This design comes from an exercise in tuning for small area and a short achievable clock period on the open sky130 flow, not from production work. Function was checked by simulation only, so behaviour that the tests miss may differ from the original.

<file path="flow/margin.txt">
14.65
</file>
<file path="config.mk">
export PLATFORM = sky130hd
export DESIGN_NAME = event_core
export DESIGN_NICKNAME = event_core
export VERILOG_FILES = /design/flow/design.v
export SDC_FILE = /design/flow/constraint.sdc
export NUM_CORES = 4
export LEC_CHECK = 0
export ABC_CLOCK_PERIOD_IN_PS = 16000
export CAP_MARGIN = 5
export CORE_MARGIN = 2
export CORE_UTILIZATION = 35
export CTS_BUF_LIST = sky130_fd_sc_hd__clkbuf_8
export GPL_TIMING_DRIVEN = 1
export PLACE_DENSITY = 0.45
export SLEW_MARGIN = 5
</file>
<file path="standard.sh">
#!/bin/bash
# synth_recipe.tcl (not shown) runs the flow's synth.tcl, then flattens the netlist and writes it again
# the make line also repeats each setting of config.mk as NAME=value (left out here)
make -C /OpenROAD-flow-scripts/flow DESIGN_CONFIG=/design/flow/config.mk WORK_HOME=/design/flow/orfs CLKGATE_MAP_FILE= SYNTH_SCRIPT=/design/flow/synth_recipe.tcl "${@:-finish}"
</file>
<file path="flow/run.sh">
#!/bin/bash
# Standard ORFS layout (standard synthesis, floorplan, place, CTS, route, finish) with
#  - a tighter setup-repair target: repair_timing aims for SETUP_SLACK_MARGIN of slack at
#    the design's clock period, so the resizer also speeds up paths that meet 20 ns;
#  - every port still buffered, with a plain buffer cell instead of a delay cell.
# The clock, SDC and every other setting stay the standard flow's. Make's output goes to flow_make.log,
# each ORFS step's log to orfs/logs/.
set -euo pipefail
cd "$(dirname "$0")/.."
MARGIN=$(cat flow/margin.txt)
bash standard.sh SETUP_SLACK_MARGIN="$MARGIN" \
    "BUFFER_PORTS_ARGS=-buffer_cell sky130_fd_sc_hd__buf_1" finish > flow_make.log 2>&1
</file>
<file path="design.v">
`timescale 1ns/100ps
module frame_control (
    input  logic       clk_frame,
    input  logic       rst,
    input  logic       en,
    output logic       move,    
    output logic       anim,    
    output logic       die,     
    output logic       swing,   
    output logic       odd      
);
    logic [7:0] frame_cnt;
    always_ff @(posedge clk_frame or posedge rst) begin
        if (rst)
            frame_cnt <= '0;
        else if (en)
            frame_cnt <= frame_cnt + 8'd1;
    end
    assign move  = frame_cnt == 8'd128;
    assign anim  = frame_cnt[4:0] == 5'd16;
    assign die   = frame_cnt[2:0] == 3'd4;
    assign swing = frame_cnt[6];
    assign odd   = frame_cnt[0];
endmodule
`timescale 1ns/100ps
module alien_table (
    input  logic                           clk_frame,
    input  logic                           rst,
    input  logic                           en,
    input  logic                           move,
    input  logic                           anim,
    input  logic                           die,
    input  logic                           swing,
    input  logic                           odd,
    input  logic                           spawn_object,
    input  logic [25-1:0]               spawn_data,
    input  logic [8-1:0]          hit_me,
    output logic [8*22-1:0]    slots,    
    output logic                           all_clear,
    output logic                           game_over,
    output logic [3:0]                     object_count
);
    logic [8-1:0] act, dying, free, spawn_sel;
    function automatic logic [8:0] theta_step(input logic [8:0] theta, input logic up,
                                              input logic s2);
        logic       wrap_up, wrap_dn;
        logic [8:0] k;
        wrap_up = up && (theta > 9'd358 || (s2 && theta == 9'd358));
        wrap_dn = !up && (theta == 9'd0 || (s2 && theta == 9'd1));
        k[8:2]  = !up ? 7'b1111111 : wrap_up ? 7'b0100110 : 7'b0000000;
        k[1]    = s2 || !up;
        k[0]    = !s2;
        if (wrap_dn)
            theta_step = {8'b10110011, theta[0] || !s2};
        else
            theta_step = theta + k;
    endfunction
    always_comb begin
        for (int i = 0; i < 8; i++) begin
            act[i]   = slots[i*22];
            dying[i] = !slots[i*22] && slots[i*22 + 2];
            free[i]  = !slots[i*22] && !slots[i*22 + 2];
        end
    end
    logic [8-1:0] tgt_q, free_u, tgt_ns, tgt_s;
    function automatic logic [8-1:0] lowest(input logic [8-1:0] x);
        logic seen;
        seen = 1'b0;
        for (int i = 0; i < 8; i++) begin
            lowest[i] = x[i] && !seen;
            seen      = seen || x[i];
        end
    endfunction
    always_comb begin
        for (int i = 0; i < 8; i++)
            free_u[i] = free[i] || (dying[i] && die && slots[i*22 + 1]);
        tgt_ns    = lowest(free_u);
        tgt_s     = lowest(free_u & ~tgt_q);
        spawn_sel = spawn_object ? tgt_q : '0;
    end
    always_ff @(posedge clk_frame or posedge rst) begin
        if (rst)
            tgt_q <= 8'(1);    
        else if (en)
            tgt_q <= spawn_object ? tgt_s : tgt_ns;
    end
    for (genvar i = 0; i < 8; i++) begin : g_slot
        logic [3:0] r, hp;
        logic [8:0] theta;
        logic [1:0] kind, frame;
        logic       a;
        logic [3:0] r_n, hp_n;
        logic [8:0] theta_n;
        logic [1:0] kind_n, frame_n;
        logic       a_n;
        logic       up;
        logic       s2;
        assign {r, theta, hp, kind, frame, a} = slots[i*22 +: 22];
        always_comb begin
            up = kind[1] ? !kind[0] : (kind[0] ^ !swing);
            s2 = kind[1] && odd;
        end
        always_comb begin
            r_n     = r;
            theta_n = theta;
            hp_n    = hp;
            kind_n  = kind;
            frame_n = frame;
            a_n     = a;
            if (spawn_sel[i]) begin
                r_n     = spawn_data[24:21];
                theta_n = spawn_data[20:12];
                hp_n    = spawn_data[11:8];
                kind_n  = spawn_data[5:4];
                frame_n = spawn_data[3:2];
                a_n     = 1'b1;
            end else if (a) begin
                if (move && r != 4'd0)
                    r_n = r - 4'd1;
                theta_n = theta_step(theta, up, s2);
                if (anim)
                    frame_n[0] = !frame[0];
                if (hit_me[i]) begin
                    hp_n = hp - 4'd1;
                    if (hp == 4'd1) begin
                        a_n     = 1'b0;
                        frame_n = 2'd2;
                    end
                end
            end else if (frame[1] && die) begin
                if (frame[0])
                    frame_n[1] = 1'b0;    
                else
                    frame_n[0] = 1'b1;
            end
        end
        always_ff @(posedge clk_frame or posedge rst) begin
            if (rst) begin
                slots[i*22]     <= 1'b0;
                slots[i*22 + 2] <= 1'b0;
            end else if (en) begin
                slots[i*22]     <= a_n;
                slots[i*22 + 2] <= frame_n[1];
            end
        end
        always_ff @(posedge clk_frame) begin
            if (en) begin
                slots[i*22 + 18 +: 4] <= r_n;
                slots[i*22 + 9 +: 9]  <= theta_n;
                slots[i*22 + 5 +: 4]  <= hp_n;
                slots[i*22 + 3 +: 2]  <= kind_n;
                slots[i*22 + 1]       <= frame_n[0];
            end
        end
    end
    logic [8-1:0] kill, stay_valid, stay_over;
    logic                  any_free, any_kill, spawn_ok;
    logic [3:0]            count_q;
    logic                  busy_q, over_q;    
    always_comb begin
        for (int i = 0; i < 8; i++) begin
            logic [3:0] r, hp;
            r  = slots[i*22 + 18 +: 4];
            hp = slots[i*22 + 5 +: 4];
            kill[i]       = act[i] && hit_me[i] && hp == 4'd1;
            stay_valid[i] = act[i] || (dying[i] && !(die && slots[i*22 + 1]));
            stay_over[i]  = act[i] && !kill[i] && (r == 4'd0 || (r == 4'd1 && move));
        end
        any_free = tgt_q != '0;
        any_kill = kill != '0;
        spawn_ok = spawn_object && any_free;
    end
    always_ff @(posedge clk_frame or posedge rst) begin
        if (rst) begin
            count_q <= '0;
            busy_q  <= 1'b0;
            over_q  <= 1'b0;
        end else if (en) begin
            if (spawn_ok)
                count_q <= any_kill ? count_q : count_q + 4'd1;
            else
                count_q <= any_kill ? count_q - 4'd1 : count_q;
            busy_q  <= spawn_ok || stay_valid != '0;
            over_q  <= (stay_over != '0) || (spawn_ok && spawn_data[24:21] == 4'd0);
        end
    end
    assign object_count = count_q;
    assign all_clear    = !busy_q;
    assign game_over    = over_q;
endmodule
`timescale 1ns/100ps
module laser_unit (
    input  logic                           clk_frame,
    input  logic                           rst,
    input  logic                           en,
    input  logic                           spawn_laser,
    input  logic [1:0]                     dir,
    input  logic [8*22-1:0]    slots,
    output logic [14-1:0]               laser,
    output logic [8-1:0]          hit_me,   
    output logic [16-1:0]            score
);
    logic             l_act;
    logic [3:0]       l_r;
    logic [8:0]       l_deg;
    logic [1:0]       l_dir;      
    logic [14:0]      s_half;     
    logic             at_rim;
    logic [8-1:0] match;
    logic [8-1:0] found;
    logic             hit;
    logic             kill;
    assign laser  = {l_act, l_r, l_deg};
    assign score  = {s_half, 1'b0};
    assign at_rim = l_r == 4'(15);
    function automatic logic in_cone(input logic [8:0] theta, input logic [1:0] d);
        case (d)
            2'd0:    in_cone = theta >= 9'd35  && theta <= 9'd55;
            2'd1:    in_cone = theta >= 9'd125 && theta <= 9'd145;
            2'd2:    in_cone = theta >= 9'd215 && theta <= 9'd235;
            default: in_cone = theta >= 9'd305 && theta <= 9'd325;
        endcase
    endfunction
    always_comb begin
        for (int i = 0; i < 8; i++)
            match[i] = slots[i*22] && slots[i*22 + 18 +: 4] == l_r
                       && in_cone(slots[i*22 + 9 +: 9], l_dir);
    end
    always_comb begin
        logic seen;
        seen = 1'b0;
        for (int i = 0; i < 8; i++) begin
            found[i] = match[i] && !seen;
            seen     = seen || match[i];
        end
    end
    assign hit    = l_act && !at_rim && match != '0;
    assign hit_me = (l_act && !at_rim) ? found : '0;
    always_comb begin
        kill = 1'b0;
        for (int i = 0; i < 8; i++)
            if (found[i] && slots[i*22 + 5 +: 4] == 4'd1)
                kill = 1'b1;
    end
    always_ff @(posedge clk_frame or posedge rst) begin
        if (rst) begin
            l_act   <= 1'b0;
            l_r     <= '0;
            l_deg   <= '0;
            l_dir   <= '0;
            s_half  <= '0;
        end else if (en) begin
            if (l_act) begin
                if (at_rim || hit)
                    l_act <= 1'b0;
                else
                    l_r <= l_r + 4'd1;
                if (hit)
                    s_half <= s_half + (kill ? 15'd50 : 15'd5);
            end else if (spawn_laser) begin
                l_act   <= 1'b1;
                l_r     <= '0;
                l_deg   <= 9'(dir) * 9'd90 + 9'd45;
                l_dir   <= dir;
            end
        end
    end
endmodule
`timescale 1ns/100ps
module distance_sorter (
    input  logic                           clk_frame,
    input  logic [8*22-1:0]    unordered,
    output logic [8*25-1:0]    ordered
);
    localparam int N = 8;
    logic [N-1:0]       valid;          
    logic [N-1:0][3:0]  r_eff;          
    logic [N-1:0][17:0] rec;            
    logic [N-1:0][2:0]  rank;
    logic [N-1:0][N-1:0] sel;           
    logic [N-1:0][N-1:0] selv;          
    logic [N-1:0][17:0] out_rec;
    logic [N-1:0][21:0] ord_q;          
    logic [N-1:0][3:0]  out_r;
    always_comb begin
        for (int i = 0; i < N; i++) begin
            logic [22-1:0] s;
            s        = unordered[i*22 +: 22];
            valid[i] = s[0] | s[2];
            r_eff[i] = valid[i] ? s[21:18] : 4'(15);
            rec[i]   = {s[17:9], s[8:5], s[0], s[4:3], s[2:1]};
        end
    end
    function automatic logic gt4(input logic [3:0] a, input logic [3:0] b);
        logic [3:0] g, l;
        g   = a & ~b;
        l   = ~a & b;
        gt4 = g[3] | (~l[3] & (g[2] | (~l[2] & (g[1] | (~l[1] & g[0])))));
    endfunction
    logic [N-1:0][N-1:0] beats;
    always_comb begin
        for (int i = 0; i < N; i++) begin
            beats[i][i] = 1'b0;
            for (int j = 0; j < i; j++) begin
                beats[i][j] = !gt4(r_eff[j], r_eff[i]);
                beats[j][i] = !beats[i][j];
            end
        end
    end
    function automatic logic [1:0] fa(input logic a, input logic b, input logic c);
        fa = {(a & b) | (a & c) | (b & c), a ^ b ^ c};
    endfunction
    always_comb begin
        for (int i = 0; i < N; i++) begin
            logic [N-2:0] v;
            logic [1:0]   x, y, z, w;
            for (int j = 0; j < N - 1; j++)
                v[j] = (j < i) ? beats[i][j] : beats[i][j+1];
            x       = fa(v[0], v[1], v[2]);
            y       = fa(v[3], v[4], v[5]);
            z       = fa(x[0], y[0], v[6]);
            w       = fa(x[1], y[1], z[1]);
            rank[i] = {w, z[0]};
        end
    end
    always_comb begin
        for (int k = 0; k < N; k++)
            for (int i = 0; i < N; i++)
            begin
                sel[k][i]  = rank[i] == 3'(k);
                selv[k][i] = sel[k][i] && valid[i];
            end
    end
    always_comb begin
        for (int k = 0; k < N; k++) begin
            out_rec[k] = '0;
            out_r[k]   = '0;
            for (int i = 0; i < N; i++) begin
                out_rec[k] = out_rec[k] | (selv[k][i] ? rec[i] : '0);
                out_r[k]   = out_r[k]   | (sel[k][i] ? r_eff[i] : '0);
            end
        end
    end
    always_ff @(posedge clk_frame) begin
        for (int k = 0; k < N; k++)
            ord_q[k] <= {out_r[k], out_rec[k]};
    end
    always_comb begin
        for (int k = 0; k < N; k++)
            ordered[k*25 +: 25] = {ord_q[k][21:5], !ord_q[k][4] && ord_q[k][1],
                                         ord_q[k][4:0], 2'b00};
    end
endmodule
`timescale 1ns/100ps
module event_core (
    input  logic                           clk_frame,
    input  logic                           rst,
    input  logic                           en,
    input  logic                           spawn_laser,
    input  logic [1:0]                     dir,
    input  logic                           spawn_object,
    input  logic [25-1:0]               spawn_data,
    output logic [16-1:0]            score,
    output logic                           all_clear,
    output logic                           game_over,
    output logic [3:0]                     object_count,
    output logic [14-1:0]               laser,
    output logic [8*25-1:0]    sorted_aliens   
);
    logic                        move, anim, die, swing, odd;
    logic [8-1:0]       hit_me;
    logic [8*22-1:0] slots;
    frame_control frame_control_inst (
        .clk_frame (clk_frame),
        .rst       (rst),
        .en        (en),
        .move      (move),
        .anim      (anim),
        .die       (die),
        .swing     (swing),
        .odd       (odd)
    );
    alien_table alien_table_inst (
        .clk_frame    (clk_frame),
        .rst          (rst),
        .en           (en),
        .move         (move),
        .anim         (anim),
        .die          (die),
        .swing        (swing),
        .odd          (odd),
        .spawn_object (spawn_object),
        .spawn_data   (spawn_data),
        .hit_me       (hit_me),
        .slots        (slots),
        .all_clear    (all_clear),
        .game_over    (game_over),
        .object_count (object_count)
    );
    laser_unit laser_unit_inst (
        .clk_frame   (clk_frame),
        .rst         (rst),
        .en          (en),
        .spawn_laser (spawn_laser),
        .dir         (dir),
        .slots       (slots),
        .laser       (laser),
        .hit_me      (hit_me),
        .score       (score)
    );
    distance_sorter distance_sorter_inst (
        .clk_frame (clk_frame),
        .unordered (slots),
        .ordered   (sorted_aliens)
    );
endmodule
</file>
<file path="constraint.sdc">
create_clock -name core_clock -period 20.0 [get_ports {clk_frame}]
set_input_delay 4.0000 -clock core_clock [delete_from_list [all_inputs] [get_ports {clk_frame}]]
set_output_delay 4.0000 -clock core_clock [all_outputs]
set_load 0.01 [all_outputs]
</file>
==> flow_summary.json, run 1 <==
{
  "clock-sinks": 403,
  "synth_commonest_cells": "350 x nor2_1, 333 x clkbuf_1, 325 x a22oi_1",
  "clk_latency_ps": 750,
  "synth-edff-count": 160,
  "final.min_clock_period_ps": 5380,
  "hp-class": "reg2reg",
  "areaGrowthSynthToFinish_pct": 18.1,
  "io-pin-count": 268,
  "cts_root_buf": "clkbuf_8",
  "drive_gt1_frac": 0.149,
  "hold_viol": 0,
  "utilization": 0.417,
  "cts_max_level": 3,
  "drtAntennaViolNets": 0,
  "tritoncts": "yes",
  "ys_async_sr_fraction": 0.166,
  "drv_cap": 0,
  "nets": 4201,
  "grt_antenna_before_repair": 9,
  "netlist_instances": 3740,
  "core.rowCount": 109,
  "drt-total-wl_mm": 165,
  "final-setup-viol-count": 0,
  "track_usage": 0.347,
  "fillers": 9047,
  "critPathKind": "reg2out",
  "max_freq_mhz": 186,
  "grt_overflow_total": 0,
  "port_buffers": 246,
  "path_clk_slew_ps": 60,
  "grt_pass1_wl_mm": 233,
  "yosysTopAreaCell": "edfxtp_1",
  "cp_data_arrival_time_ps": 1380,
  "crit_required_ps": 16000,
  "yosysSeqAreaShare": 0.321,
  "start_kind": "register",
  "postCtsHoldBufs": 0,
  "ys_ff_latch": 403,
  "avgSynthCellArea_um2": 8.34,
  "wl_per_cell_um": 31.6,
  "synth_ff_type": "dfxtp_1",
  "vias_per_cell": 6.58,
  "cp_max_fo": 2,
  "post-dp-hpwl_mm": 115,
  "vias": 34503,
  "die_h_um": 303,
  "min_period_over_period": 0.269,
  "grt_max_degree": 68,
  "grt_pass1_vias": 32085,
  "die_w_um": 303,
  "start_util": 0.353,
  "end_kind": "output pin",
  "status": "complete, no violations",
  "die_area_um2": 91500,
  "drc": 0,
  "ys_warn_count": 4,
  "core_um2": 88400,
  "yosysMostFrequentCell": "nor2_1",
  "drv_slew": 0,
  "cts.path.max_buffers": 3,
  "grt_setup_unrepaired": "yes",
  "synthTopCellsByArea": "edfxtp_1 15%, dfxtp_1 11%, a22oi_1 7.8%, dfrtp_1 5.3%, a221oi_1 5.3%",
  "finalWeightedCongestion": 1.04,
  "drtIter0Drc": 4947,
  "numCtsBuffers": 75,
  "skew_ps": 43.5,
  "fin_setup_tns_ps": 0,
  "ys_types": 88,
  "tightest_slew_ps": 1200,
  "synth_top_area_share": 0.154,
  "max-slew-margin-rel": 0.199,
  "drt_first_pass_iters": 10,
  "synth_area_um2": 31200
}
==> what timing repair did <==
action | 4_1_cts | 5_1_grt
cloned | 0 | 0
buffers inserted | 67 | 114
pin swaps | 19 | 23
endpoints found under the setup margin | 297 | 167
gates resized for setup | 111 | 55
==> through the flow <==
| step | area (um2) | setup slack, ps | hold WS (ps) | cells |
|---|---|---|---|---|
| floorplan | 31300 | 14540 | 438 | 3756 |
| CTS | 35700 | 14560 | 472 | 5121 |
| detailed placement | 33200 | 12810 | 458 | 4917 |
| global route | 36800 | 14570 | 488 | 5239 |
| global placement | 33200 | 12800 | 459 | 4917 |
| finish | 36800 | 14620 | 466 | 5243 |
==> kinds of logic (layout without fill, tap and decap cells) <==
kind of cell    count (synthesis)  in the layout  synth area share
flops                         403            403             0.321
xor+xnor                      170            170            0.0477
fa+ha+maj                     187            187            0.0829
simple gates                 1111           1111             0.174
other cells                     1             25          0.000120
buf+inv                       556            870            0.0701
mux                            10             10           0.00353
compound gates               1302           1302             0.301
==> cells in the final DEF (no fill, tap or decap), types with 160 or more instances in the layout <==
| master | synthesis | routed |
|---|---|---|
| nand3_1 | 173 | 170 |
| dfxtp_1 | 176 | 169 |
| inv_1 | 161 | 185 |
| nand2_1 | 246 | 246 |
| buf_1 | 24 | 224 |
| edfxtp_1 | 160 | 160 |
| a221oi_1 | 188 | 182 |
| nor2_1 | 350 | 316 |
| a21oi_1 | 194 | 188 |
| buf_4 | 21 | 293 |
| a22oi_1 | 325 | 325 |
==> metal layers <==
metal / vias to the layer above / GRT usage / share of wire
met4: 6 / 0.148 / 0.052
met5: - / 0.00518 / 0.00032
met1: 16760 / 0.471 / 0.41
met3: 602 / 0.120 / 0.13
li1: 14634 / - / -
met2: 2501 / 0.498 / 0.41
==> path summary, 6_finish.rpt <==
path	startpoint	end	slack [ps]	depth (start not counted)
worst max-delay path	laser_unit_inst.l_r[1]	laser[10]	14620	2
worst min-delay path	frame_control_inst.frame_cnt[7]	frame_control_inst.frame_cnt[7]	470	1
worst max register to register	alien_table_inst.slots[88]	distance_sorter_inst.ord_q[112]	14710	19
worst min register to register	frame_control_inst.frame_cnt[7]	frame_control_inst.frame_cnt[7]	470	1
max in group asynchronous	rst	alien_table_inst.slots[154]	15680	3
min in group asynchronous	rst	laser_unit_inst.s_half[2]	3590	3
==> sequential cells by signal, summed over array words and instances (netlist names) <==
signal / cells
alien_table_inst.slots: 176
distance_sorter_inst.ord_q: 176
laser_unit_inst.s_half: 15
alien_table_inst.tgt_q: 8
frame_control_inst.frame_cnt: 8
laser_unit_inst.l_deg: 8
alien_table_inst.count_q: 4
laser_unit_inst.l_r: 4
alien_table_inst.busy_q: 1
alien_table_inst.over_q: 1
laser_unit_inst.l_act: 1
laser_unit_inst.l_dir: 1
==> critical path: stages, from the launching register on <==
cell	delay [ps]
dfrtp_1	390
buf_12	130
buf_6	110
==> area by class of cell <==
cell class                 count  area (um2)  share of cell area
sequential                   403       10100               0.273
multi-input combinational   2797       19500               0.529
clock inverter                53         337             0.00914
inverter                     161         612              0.0166
antenna                        8        20.0            0.000544
tap                         1165        1460              0.0396
clock buffer                  84        1160              0.0314
timing repair buffer         572        3700               0.101
==> inputs of run 2 (changes only) <==
--- a/design.v
+++ b/design.v
@@ -38,2 +38,4 @@
     output logic [8*22-1:0]    slots,    
+    output logic [8*4-1:0]        key_step,  
+    output logic [8-1:0]          spawn_tgt,  
     output logic                           all_clear,
@@ -64,4 +66,3 @@
     end
-    logic [8-1:0] tgt_q, free_u, tgt_ns, tgt_s;
-    function automatic logic [8-1:0] lowest(input logic [8-1:0] x);
+    always_comb begin
         logic seen;
@@ -69,18 +70,6 @@
         for (int i = 0; i < 8; i++) begin
-            lowest[i] = x[i] && !seen;
-            seen      = seen || x[i];
+            spawn_tgt[i] = free[i] && !seen;
+            spawn_sel[i] = spawn_object && spawn_tgt[i];
+            seen         = seen || free[i];
         end
-    endfunction
-    always_comb begin
-        for (int i = 0; i < 8; i++)
-            free_u[i] = free[i] || (dying[i] && die && slots[i*22 + 1]);
-        tgt_ns    = lowest(free_u);
-        tgt_s     = lowest(free_u & ~tgt_q);
-        spawn_sel = spawn_object ? tgt_q : '0;
-    end
-    always_ff @(posedge clk_frame or posedge rst) begin
-        if (rst)
-            tgt_q <= 8'(1);    
-        else if (en)
-            tgt_q <= spawn_object ? tgt_s : tgt_ns;
     end
@@ -95,2 +84,6 @@
         logic       a_n;
+        logic [3:0] r_u, hp_u;
+        logic [8:0] theta_u;
+        logic [1:0] frame_u;
+        logic       a_u;
         logic       up;
@@ -103,26 +96,18 @@
         always_comb begin
-            r_n     = r;
-            theta_n = theta;
-            hp_n    = hp;
-            kind_n  = kind;
-            frame_n = frame;
-            a_n     = a;
-            if (spawn_sel[i]) begin
-                r_n     = spawn_data[24:21];
-                theta_n = spawn_data[20:12];
-                hp_n    = spawn_data[11:8];
-                kind_n  = spawn_data[5:4];
-                frame_n = spawn_data[3:2];
-                a_n     = 1'b1;
-            end else if (a) begin
+            r_u     = r;
+            theta_u = theta;
+            hp_u    = hp;
+            frame_u = frame;
+            a_u     = a;
+            if (a) begin
                 if (move && r != 4'd0)
-                    r_n = r - 4'd1;
-                theta_n = theta_step(theta, up, s2);
+                    r_u = r - 4'd1;
+                theta_u = theta_step(theta, up, s2);
                 if (anim)
-                    frame_n[0] = !frame[0];
+                    frame_u[0] = !frame[0];
                 if (hit_me[i]) begin
-                    hp_n = hp - 4'd1;
+                    hp_u = hp - 4'd1;
                     if (hp == 4'd1) begin
-                        a_n     = 1'b0;
-                        frame_n = 2'd2;
+                        a_u     = 1'b0;
+                        frame_u = 2'd2;
                     end
@@ -131,5 +116,23 @@
                 if (frame[0])
-                    frame_n[1] = 1'b0;    
+                    frame_u[1] = 1'b0;    
                 else
-                    frame_n[0] = 1'b1;
+                    frame_u[0] = 1'b1;
+            end
+        end
+        assign key_step[i*4 +: 4] = (a_u || frame_u[1]) ? r_u : 4'(15);
+        always_comb begin
+            if (spawn_sel[i]) begin
+                r_n     = spawn_data[24:21];
+                theta_n = spawn_data[20:12];
+                hp_n    = spawn_data[11:8];
+                kind_n  = spawn_data[5:4];
+                frame_n = spawn_data[3:2];
+                a_n     = 1'b1;
+            end else begin
+                r_n     = r_u;
+                theta_n = theta_u;
+                hp_n    = hp_u;
+                kind_n  = kind;
+                frame_n = frame_u;
+                a_n     = a_u;
             end
@@ -158,3 +161,3 @@
     logic [3:0]            count_q;
-    logic                  busy_q, over_q;    
+    logic                  clear_q, over_q;
     always_comb begin
@@ -168,3 +171,3 @@
         end
-        any_free = tgt_q != '0;
+        any_free = free != '0;
         any_kill = kill != '0;
@@ -175,3 +178,3 @@
             count_q <= '0;
-            busy_q  <= 1'b0;
+            clear_q <= 1'b1;
             over_q  <= 1'b0;
@@ -182,3 +185,3 @@
                 count_q <= any_kill ? count_q - 4'd1 : count_q;
-            busy_q  <= spawn_ok || stay_valid != '0;
+            clear_q <= !spawn_ok && stay_valid == '0;
             over_q  <= (stay_over != '0) || (spawn_ok && spawn_data[24:21] == 4'd0);
@@ -187,3 +190,3 @@
     assign object_count = count_q;
-    assign all_clear    = !busy_q;
+    assign all_clear    = clear_q;
     assign game_over    = over_q;
@@ -271,3 +274,9 @@
     input  logic                           clk_frame,
+    input  logic                           rst,
     input  logic [8*22-1:0]    unordered,
+    input  logic                           en,
+    input  logic                           spawn_object,
+    input  logic [3:0]                     spawn_r,
+    input  logic [8*4-1:0]        key_step,    
+    input  logic [8-1:0]          spawn_tgt,   
     output logic [8*25-1:0]    ordered
@@ -277,8 +286,6 @@
     logic [N-1:0][3:0]  r_eff;          
-    logic [N-1:0][17:0] rec;            
+    logic [N-1:0][22:0] rec;            
     logic [N-1:0][2:0]  rank;
     logic [N-1:0][N-1:0] sel;           
-    logic [N-1:0][N-1:0] selv;          
-    logic [N-1:0][17:0] out_rec;
-    logic [N-1:0][21:0] ord_q;          
+    logic [N-1:0][22:0] out_rec;
     logic [N-1:0][3:0]  out_r;
@@ -290,3 +297,5 @@
             r_eff[i] = valid[i] ? s[21:18] : 4'(15);
-            rec[i]   = {s[17:9], s[8:5], s[0], s[4:3], s[2:1]};
+            rec[i]   = valid[i] ? {s[21:18], s[17:9], s[8:5],
+                                   !s[0], s[0], s[4:3], s[2:1]}
+                                : '0;
         end
@@ -299,3 +308,27 @@
     endfunction
+    logic [N-1:0][N-1:0] le_q;
     logic [N-1:0][N-1:0] beats;
+    logic [N-1:0][N-1:0] le_d;
+    logic [N-1:0]        sp_le, le_sp;    
+    always_comb begin
+        for (int i = 0; i < N; i++) begin
+            sp_le[i] = !gt4(spawn_r, key_step[i*4 +: 4]);
+            le_sp[i] = !gt4(key_step[i*4 +: 4], spawn_r);
+        end
+        le_d = '1;
+        for (int i = 0; i < N; i++)
+            for (int j = 0; j < i; j++) begin
+                le_d[i][j] = !gt4(key_step[j*4 +: 4], key_step[i*4 +: 4]);
+                if (spawn_object && spawn_tgt[j])
+                    le_d[i][j] = sp_le[i];
+                else if (spawn_object && spawn_tgt[i])
+                    le_d[i][j] = le_sp[j];
+            end
+    end
+    always_ff @(posedge clk_frame or posedge rst) begin
+        if (rst)
+            le_q <= '1;    
+        else if (en)
+            le_q <= le_d;
+    end
     always_comb begin
@@ -304,4 +337,4 @@
             for (int j = 0; j < i; j++) begin
-                beats[i][j] = !gt4(r_eff[j], r_eff[i]);
-                beats[j][i] = !beats[i][j];
+                beats[i][j] = le_q[i][j];
+                beats[j][i] = !le_q[i][j];
             end
@@ -328,6 +361,3 @@
             for (int i = 0; i < N; i++)
-            begin
-                sel[k][i]  = rank[i] == 3'(k);
-                selv[k][i] = sel[k][i] && valid[i];
-            end
+                sel[k][i] = rank[i] == 3'(k);
     end
@@ -338,3 +368,3 @@
             for (int i = 0; i < N; i++) begin
-                out_rec[k] = out_rec[k] | (selv[k][i] ? rec[i] : '0);
+                out_rec[k] = out_rec[k] | (sel[k][i] ? rec[i] : '0);
                 out_r[k]   = out_r[k]   | (sel[k][i] ? r_eff[i] : '0);
@@ -345,8 +375,3 @@
         for (int k = 0; k < N; k++)
-            ord_q[k] <= {out_r[k], out_rec[k]};
-    end
-    always_comb begin
-        for (int k = 0; k < N; k++)
-            ordered[k*25 +: 25] = {ord_q[k][21:5], !ord_q[k][4] && ord_q[k][1],
-                                         ord_q[k][4:0], 2'b00};
+            ordered[k*25 +: 25] <= {out_r[k], out_rec[k][18:0], 2'b00};
     end
@@ -372,2 +397,4 @@
     logic [8*22-1:0] slots;
+    logic [8*4-1:0]     key_step;
+    logic [8-1:0]       spawn_tgt;
     frame_control frame_control_inst (
@@ -395,2 +422,4 @@
         .slots        (slots),
+        .key_step     (key_step),
+        .spawn_tgt    (spawn_tgt),
         .all_clear    (all_clear),
@@ -412,3 +441,9 @@
         .clk_frame (clk_frame),
+        .rst       (rst),
         .unordered (slots),
+        .en           (en),
+        .spawn_object (spawn_object),
+        .spawn_r      (spawn_data[24:21]),
+        .key_step     (key_step),
+        .spawn_tgt    (spawn_tgt),
         .ordered   (sorted_aliens)
==> flow/run.sh (replaced) <==
#!/bin/bash
set -euo pipefail
cd "$(dirname "$0")/.."
MARGIN=$(cat flow/margin.txt)
bash standard.sh SETUP_SLACK_MARGIN="$MARGIN" finish > flow_make.log 2>&1
==> flow/margin.txt (replaced) <==
14.5
==> config.mk (replaced) <==
export PLATFORM = sky130hd
export DESIGN_NAME = event_core
export DESIGN_NICKNAME = event_core
export VERILOG_FILES = /design/flow/design.v
export SDC_FILE = /design/flow/constraint.sdc
export NUM_CORES = 4
export LEC_CHECK = 0
export ABC_CLOCK_PERIOD_IN_PS = 16000
export CAP_MARGIN = 20
export CORE_MARGIN = 2
export CORE_UTILIZATION = 25
export PLACE_DENSITY = 0.35
export SLEW_MARGIN = 20
==> run 2 against run 1 <==
Against the previous run:
- sequential cell count rose by 28
- first-iteration DRC count rose by 4.5%
- synthesized area rose by 11%
- synthesized cell count rose by 16%
- wire length rose by 42%
- hold slack improved by 5.1 ps
- highest routed layer unchanged
- maximum frequency fell by 1.8%
- worst setup slack got worse by 97 ps
- count of clock-buffer cells in the layout fell by 5
==> flow_summary.json, run 2 <==
{
  "cts_root_buf": "clkbuf_16",
  "io-pin-count": 268,
  "max_stage_delay_ps": 420,
  "core.rowCount": 136,
  "start_util": 0.252,
  "cts.path.max_buffers": 3,
  "yosysMostFrequentCell": "nand2_1",
  "max-slew-margin-rel": 0.127,
  "avgSynthCellArea_um2": 8.01,
  "clock-sinks": 431,
  "rr_worst_depth": 14,
  "critPathKind": "in2reg",
  "ys_async_sr_fraction": 0.202,
  "synth_ff_type": "dfxtp_1",
  "grt_pass1_wl_mm": 318,
  "cp_data_arrival_time_ps": 5850,
  "vias_per_cell": 6.31,
  "path_buf_inv": 3,
  "synthTopCellsByArea": "edfxtp_1 14%, dfxtp_1 11%, nand2_1 5.6%, a221oi_1 5.5%, o22ai_1 5.5%",
  "crit_required_ps": 20380,
  "hp-class": "reg2reg",
  "finalWeightedCongestion": 1.01,
  "drt_first_pass_iters": 6,
  "skew_ps": 28.7,
  "status": "complete, no violations",
  "multi_input_comb_area_um2": 22100,
  "grt_max_degree": 57,
  "die_w_um": 376,
  "dp.cells": 6083,
  "drtAntennaViolNets": 0,
  "synth_commonest_cells": "521 x nand2_1, 367 x nor2_1, 344 x clkbuf_1",
  "reg2reg_slack_ps": 14730,
  "worstPathCellList": "buf_6 -> nand4_1 -> nor3_2 -> buf_4 -> nand2_1 -> clkinvlp_4",
  "largest_reg_flops": 184,
  "final_common_cell": "nand2_1",
  "yosysTopAreaCell": "edfxtp_1",
  "top_regs": "distance_sorter_inst.ordered: 184 flops, alien_table_inst.slots: 176 flops, distance_sorter_inst.le_q: 28 flops",
  "whs_path_depth": 1,
  "tritoncts": "yes",
  "crit_family": "buffers and inverters",
  "cp_max_fo": 22,
  "grt_setup_unrepaired": "no",
  "seq_area_um2": 10700,
  "wl_per_cell_um": 37.8,
  "vias": 39295,
  "clk_latency_ps": 700,
  "ys_warn_count": 4,
  "grt_overflow_total": 0,
  "ys_types": 92,
  "max_freq_mhz": 183,
  "drtIter0Drc": 5170,
  "numCtsBuffers": 56,
  "drv_slew": 0,
  "layout.cells.non_filler": 6229,
  "synth-edff-count": 160,
  "drc": 0,
  "post-dp-hpwl_mm": 169,
  "final.min_clock_period_ps": 5470,
  "final-setup-viol-count": 0,
  "end_kind": "register",
  "mostFrequentLayoutCells": "516 x nand2_1, 349 x nor2_1, 305 x o22ai_1",
  "nets": 4572,
  "drive_gt1_frac": 0.101,
  "die_h_um": 376,
  "port_buffers": 246,
  "die_area_um2": 141000,
  "cts_max_level": 2,
  "hold_viol": 0,
  "fin_setup_tns_ps": 0,
  "min_period_over_period": 0.274,
  "regMostFlops": "distance_sorter_inst.ordered",
  "start_kind": "input port",
  "path_clk_slew_ps": 60,
  "yosysSeqAreaShare": 0.309,
  "core_um2": 137000,
  "drv_cap": 0,
  "grt_pass1_vias": 37051,
  "netlist_instances": 4322,
  "worstHoldStart": "laser_unit_inst.l_deg[0]",
  "startpoint": "spawn_object",
  "hold_end": "laser_unit_inst.l_deg[0]",
  "grt_antenna_before_repair": 19,
  "fillers": 14696,
  "track_usage": 0.319,
  "tightest_slew_ps": 1310,
  "ys_ff_latch": 431,
  "r2r_end": "laser_unit_inst.s_half[14]",
  "areaGrowthSynthToFinish_pct": 19.1,
  "drt-total-wl_mm": 235,
  "synth_area_um2": 34600,
  "synth_top_area_share": 0.139,
  "cpMaxStageDelayCell": "buf_4",
  "r2r_start": "alien_table_inst.slots[32]"
}
[run 2: cell count changes after synthesis, sizes merged, moves of 23 or more]
cell     change
and2        +52
nand3      -102
dfstp       +28
a211oi      +23
a22o       -127
a221oi      +31
o2111ai     +71
a22oi      -205
inv         +26
a21oi       +47
o22ai      +215
or3         +23
nand2      +275
[run 2: cells by family after synthesis]
| family | Yosys count | synth area share |
|---|---|---|
| flops | 431 | 0.309 |
| simple gates | 1449 | 0.201 |
| fa+ha+maj | 203 | 0.0795 |
| xor+xnor | 168 | 0.0429 |
| other cells | 1 | 0.000108 |
| compound gates | 1450 | 0.293 |
| mux | 21 | 0.00640 |
| buf+inv | 599 | 0.0681 |
[run 2: routing by layer]
metal,track usage,part of all wire,vias to the layer above
li1,-,-,16360
met1,0.432,0.42,19491
met2,0.465,0.41,2712
met3,0.0809,0.10,714
met4,0.165,0.064,18
met5,0,0.00045,-
[run 2: final cells by class]
| class | instances | area share |
|---|---|---|
| Antenna cell | 8 | 0.000486 |
| Sequential cell | 431 | 0.260 |
| Timing Repair Buffer | 396 | 0.0850 |
| Clock buffer | 79 | 0.0401 |
| Clock inverter | 25 | 0.00652 |
| Tap cell | 1794 | 0.0544 |
| Multi-Input combinational cell | 3308 | 0.535 |
| Inverter | 188 | 0.0181 |
[run 2: worst max-delay path by stage]
stage	endpoint	slack [ps]	depth (start not counted)
floorplan	distance_sorter_inst.le_q[40]	14480	7
global placement	alien_table_inst.slots[155]	12560	7
detailed placement	alien_table_inst.slots[155]	12620	7
CTS	distance_sorter_inst.le_q[60]	14500	10
global route	alien_table_inst.slots[142]	14510	9
finish	alien_table_inst.slots[92]	14530	6
[run 2: repair_timing]
item | 4_1_cts | 5_1_grt
cloned | 1 | 3
setup buffers | 23 | 7
endpoints found under the setup margin | 464 | 46
hold buffers | 0 | 0
endpoints found under the hold margin | 0 | 0
pin swaps | 8 | 7
gates resized for setup | 300 | 14
[run 2: through the flow]
step	hold WS (ps)	setup WS, ps	util	area [um2]
2_1_floorplan	451	14480	-	34900
3_3_place_gp	463	12560	0.283	38900
3_5_place_dp	461	12620	0.283	38900
4_1_cts	477	14500	0.298	41000
5_1_grt	490	14510	0.300	41200
6_report	471	14530	0.300	41200
==> inputs of run 3 (changes only) <==
==> run.sh (new file) <==
#!/bin/bash
# synth_recipe.tcl (not shown) runs the flow's synth.tcl, then flattens the netlist and writes it again
# the make line also repeats each setting of config.mk as NAME=value (left out here)
make -C /OpenROAD-flow-scripts/flow DESIGN_CONFIG=/design/flow/config.mk WORK_HOME=/design/flow/orfs CLKGATE_MAP_FILE= SYNTH_SCRIPT=/design/flow/synth_recipe.tcl finish
--- a/config.mk
+++ b/config.mk
@@ -12,2 +12,3 @@
 export PLACE_DENSITY = 0.35
+export SETUP_SLACK_MARGIN = 0.2
 export SLEW_MARGIN = 20
removed: flow/run.sh
removed: flow/margin.txt
removed: standard.sh
==> run 3 against run 2 <==
Against the previous run:
- critical path depth rose by 1
- global-route usage fell by 0.17 points
- non-clock buffer count fell by 28
- sequential cell count did not move
- still clean on timing, DRC and antenna
- first-iteration DRC count rose by 16%
- die area did not move
==> flow_summary.json, run 3 <==
{
  "max_freq_mhz": 139,
  "ys_ff_latch": 431,
  "ys_warn_count": 4,
  "grt_overflow_total": 0,
  "grt_pass1_vias": 37141,
  "synth-edff-count": 160,
  "drtAntennaViolNets": 0,
  "min_period_over_period": 0.360,
  "clk_latency_ps": 710,
  "critPathKind": "in2reg",
  "yosysMostFrequentCell": "nand2_1",
  "synth_ff_type": "dfxtp_1",
  "tightest_slew_ps": 1310,
  "drt_first_pass_iters": 7,
  "areaGrowthSynthToFinish_pct": 18.0,
  "cpMaxStageDelayCell": "nand4_1",
  "die_h_um": 376,
  "skew_ps": 32.4,
  "rr_worst_depth": 15,
  "core_um2": 137000,
  "hold_viol": 0,
  "r2r_end": "laser_unit_inst.s_half[10]",
  "drv_slew": 0,
  "cts_root_buf": "clkbuf_16",
  "vias": 39289,
  "drv_cap": 0,
  "worstPathCellList": "clkdlybuf4s50_1 -> nand4_1 -> nor3_1 -> nand4_1 -> buf_4 -> a21oi_2 -> a21o_1",
  "cts.path.max_buffers": 3,
  "drt-total-wl_mm": 233,
  "drive_gt1_frac": 0.0852,
  "final.min_clock_period_ps": 7190,
  "synth_commonest_cells": "521 x nand2_1, 367 x nor2_1, 344 x clkbuf_1",
  "seq_area_um2": 10700,
  "nets": 4545,
  "io-pin-count": 268,
  "avgSynthCellArea_um2": 8.01,
  "start_kind": "input port",
  "fillers": 14751,
  "crit_required_ps": 20410,
  "status": "complete, no violations",
  "postCtsHoldBufs": 0,
  "die_area_um2": 141000,
  "post-dp-hpwl_mm": 166,
  "cts.repair.resized": 0,
  "numCtsBuffers": 57,
  "yosysTopAreaCell": "edfxtp_1",
  "ys_async_sr_fraction": 0.202,
  "ys_types": 92,
  "multi_input_comb_area_um2": 21800,
  "tritoncts": "yes",
  "finalWeightedCongestion": 1.01,
  "max-slew-margin-rel": 0.124,
  "fin_setup_tns_ps": 0,
  "r2r_start": "laser_unit_inst.l_r[2]",
  "port_buffers": 246,
  "clock-sinks": 431,
  "startpoint": "spawn_object",
  "cp_data_arrival_time_ps": 7610,
  "synth_top_area_share": 0.139,
  "cp_max_fo": 27,
  "path_clk_slew_ps": 60,
  "track_usage": 0.317,
  "final_common_cell": "nand2_1",
  "netlist_instances": 4322,
  "grt_pass1_wl_mm": 317,
  "drtIter0Drc": 6006,
  "vias_per_cell": 6.33,
  "grt_setup_unrepaired": "no",
  "die_w_um": 376,
  "drc": 0,
  "reg2reg_slack_ps": 14330,
  "start_util": 0.252,
  "largest_reg_flops": 184,
  "synthTopCellsByArea": "edfxtp_1 14%, dfxtp_1 11%, nand2_1 5.6%, a221oi_1 5.5%, o22ai_1 5.5%",
  "max_stage_delay_ps": 750,
  "wl_per_cell_um": 37.5,
  "mostFrequentLayoutCells": "520 x nand2_1, 356 x nor2_1, 306 x o22ai_1",
  "core.rowCount": 136,
  "worstSetupEndpoint": "alien_table_inst.slots[155]",
  "worst_path_most_repeated_cell": "nand4_1",
  "fin_hold_ws_ps": 478,
  "grt_antenna_before_repair": 16,
  "yosysSeqAreaShare": 0.309,
  "cts_max_level": 2,
  "end_kind": "register",
  "postCtsSetupRepairBufs": 0,
  "synth_area_um2": 34600,
  "regMostFlops": "distance_sorter_inst.ordered",
  "grt_max_degree": 60,
  "top_regs": "distance_sorter_inst.ordered: 184 flops, alien_table_inst.slots: 176 flops, distance_sorter_inst.le_q: 28 flops",
  "final-setup-viol-count": 0,
  "hp-class": "reg2reg"
}
run 3: cell counts after synthesis:
Identical to the previous run, type by type.
run 3: area by class of cell:
| cell class | instances | share of cell area |
|---|---|---|
| inverter | 188 | 0.0173 |
| clock buffer | 82 | 0.0430 |
| timing repair buffer | 368 | 0.0826 |
| sequential | 431 | 0.262 |
| antenna | 8 | 0.000490 |
| clock inverter | 25 | 0.00502 |
| tap | 1794 | 0.0550 |
| multi-input combinational | 3308 | 0.535 |
run 3: worst min path at each step:
stage                                                from                              end  slack [ps]  cells past startpoint
after detailed placement         laser_unit_inst.l_deg[0]         laser_unit_inst.l_deg[0]         460                      1
after CTS                        laser_unit_inst.l_deg[0]         laser_unit_inst.l_deg[0]         480                      1
after floorplan           frame_control_inst.frame_cnt[7]  frame_control_inst.frame_cnt[7]         450                      1
final                            laser_unit_inst.l_deg[0]         laser_unit_inst.l_deg[0]         480                      1
after global placement         laser_unit_inst.s_half[14]       laser_unit_inst.s_half[14]         460                      1
after global routing           laser_unit_inst.s_half[14]       laser_unit_inst.s_half[14]         490                      1
run 3: critical path, delay by kind of cell:
kind,cells,cell delay (ps)
compound gates,2,860
buf+inv,2,1210
simple gates,3,1520
run 3: logic make-up after synthesis:
kind of cell    count (synthesis)  share of synthesized area
compound gates               1450                      0.293
simple gates                 1449                      0.201
buf+inv                       599                     0.0681
flops                         431                      0.309
fa+ha+maj                     203                     0.0795
xor+xnor                      168                     0.0429
mux                            21                    0.00640
other cells                     1                   0.000108
run 3: stage by stage:
| step | instances | utilization | instance area (um2) | setup WS (ps) |
|---|---|---|---|---|
| finish | 6204 | 0.297 | 40800 | 12810 |
| global route | 6196 | 0.297 | 40800 | 12790 |
| CTS | 6196 | 0.297 | 40800 | 12950 |
| detailed placement | 6089 | 0.283 | 38900 | 12220 |
| global placement | 6089 | 0.283 | 38900 | 12180 |
| floorplan | 4338 | - | 34700 | 13800 |
run 3: layer usage:
metal	vias up	wire length [um]	global-route usage
met3	758	26500	0.0947
met4	12	14900	0.163
met1	19359	95900	0.423
met2	2855	95300	0.460
met5	-	70	0
li1	16305	-	-

re-timing with driven ports:
In the flow no input, the clock included, has a driving cell. The finished layouts below were timed again as built, in two steps. Step 1: set_driving_cell puts a clkbuf_16 on clk_frame and a buf_2 on each other input, an assumption about the parent block. Step 2, shift: input delay + t, output delay - t, t = (earliest + latest rising clock arrival at the registers) / 2. This alone moves slack from input paths to output paths. Three values: ideal, step 1, step 2; two values: the first two.
run | t (ns) | setup slack, ns | worst hold slack (ns)
run 1 | 0.786 | 14.623 / 14.563 / 13.870 | 0.466 / 0.466 / 0.466
run 2 | 0.768 | 14.526 / 14.484 / 13.796 | 0.471 / 0.471 / 0.471
run 3 | 0.772 | 12.805 / 12.708 / 11.936 | 0.478 / 0.478 / 0.478
After both steps setup and hold are still met in every run listed. The setup slack of run 3, which loses most, moves by -0.097 ns with the drivers and by -0.869 ns with both steps.
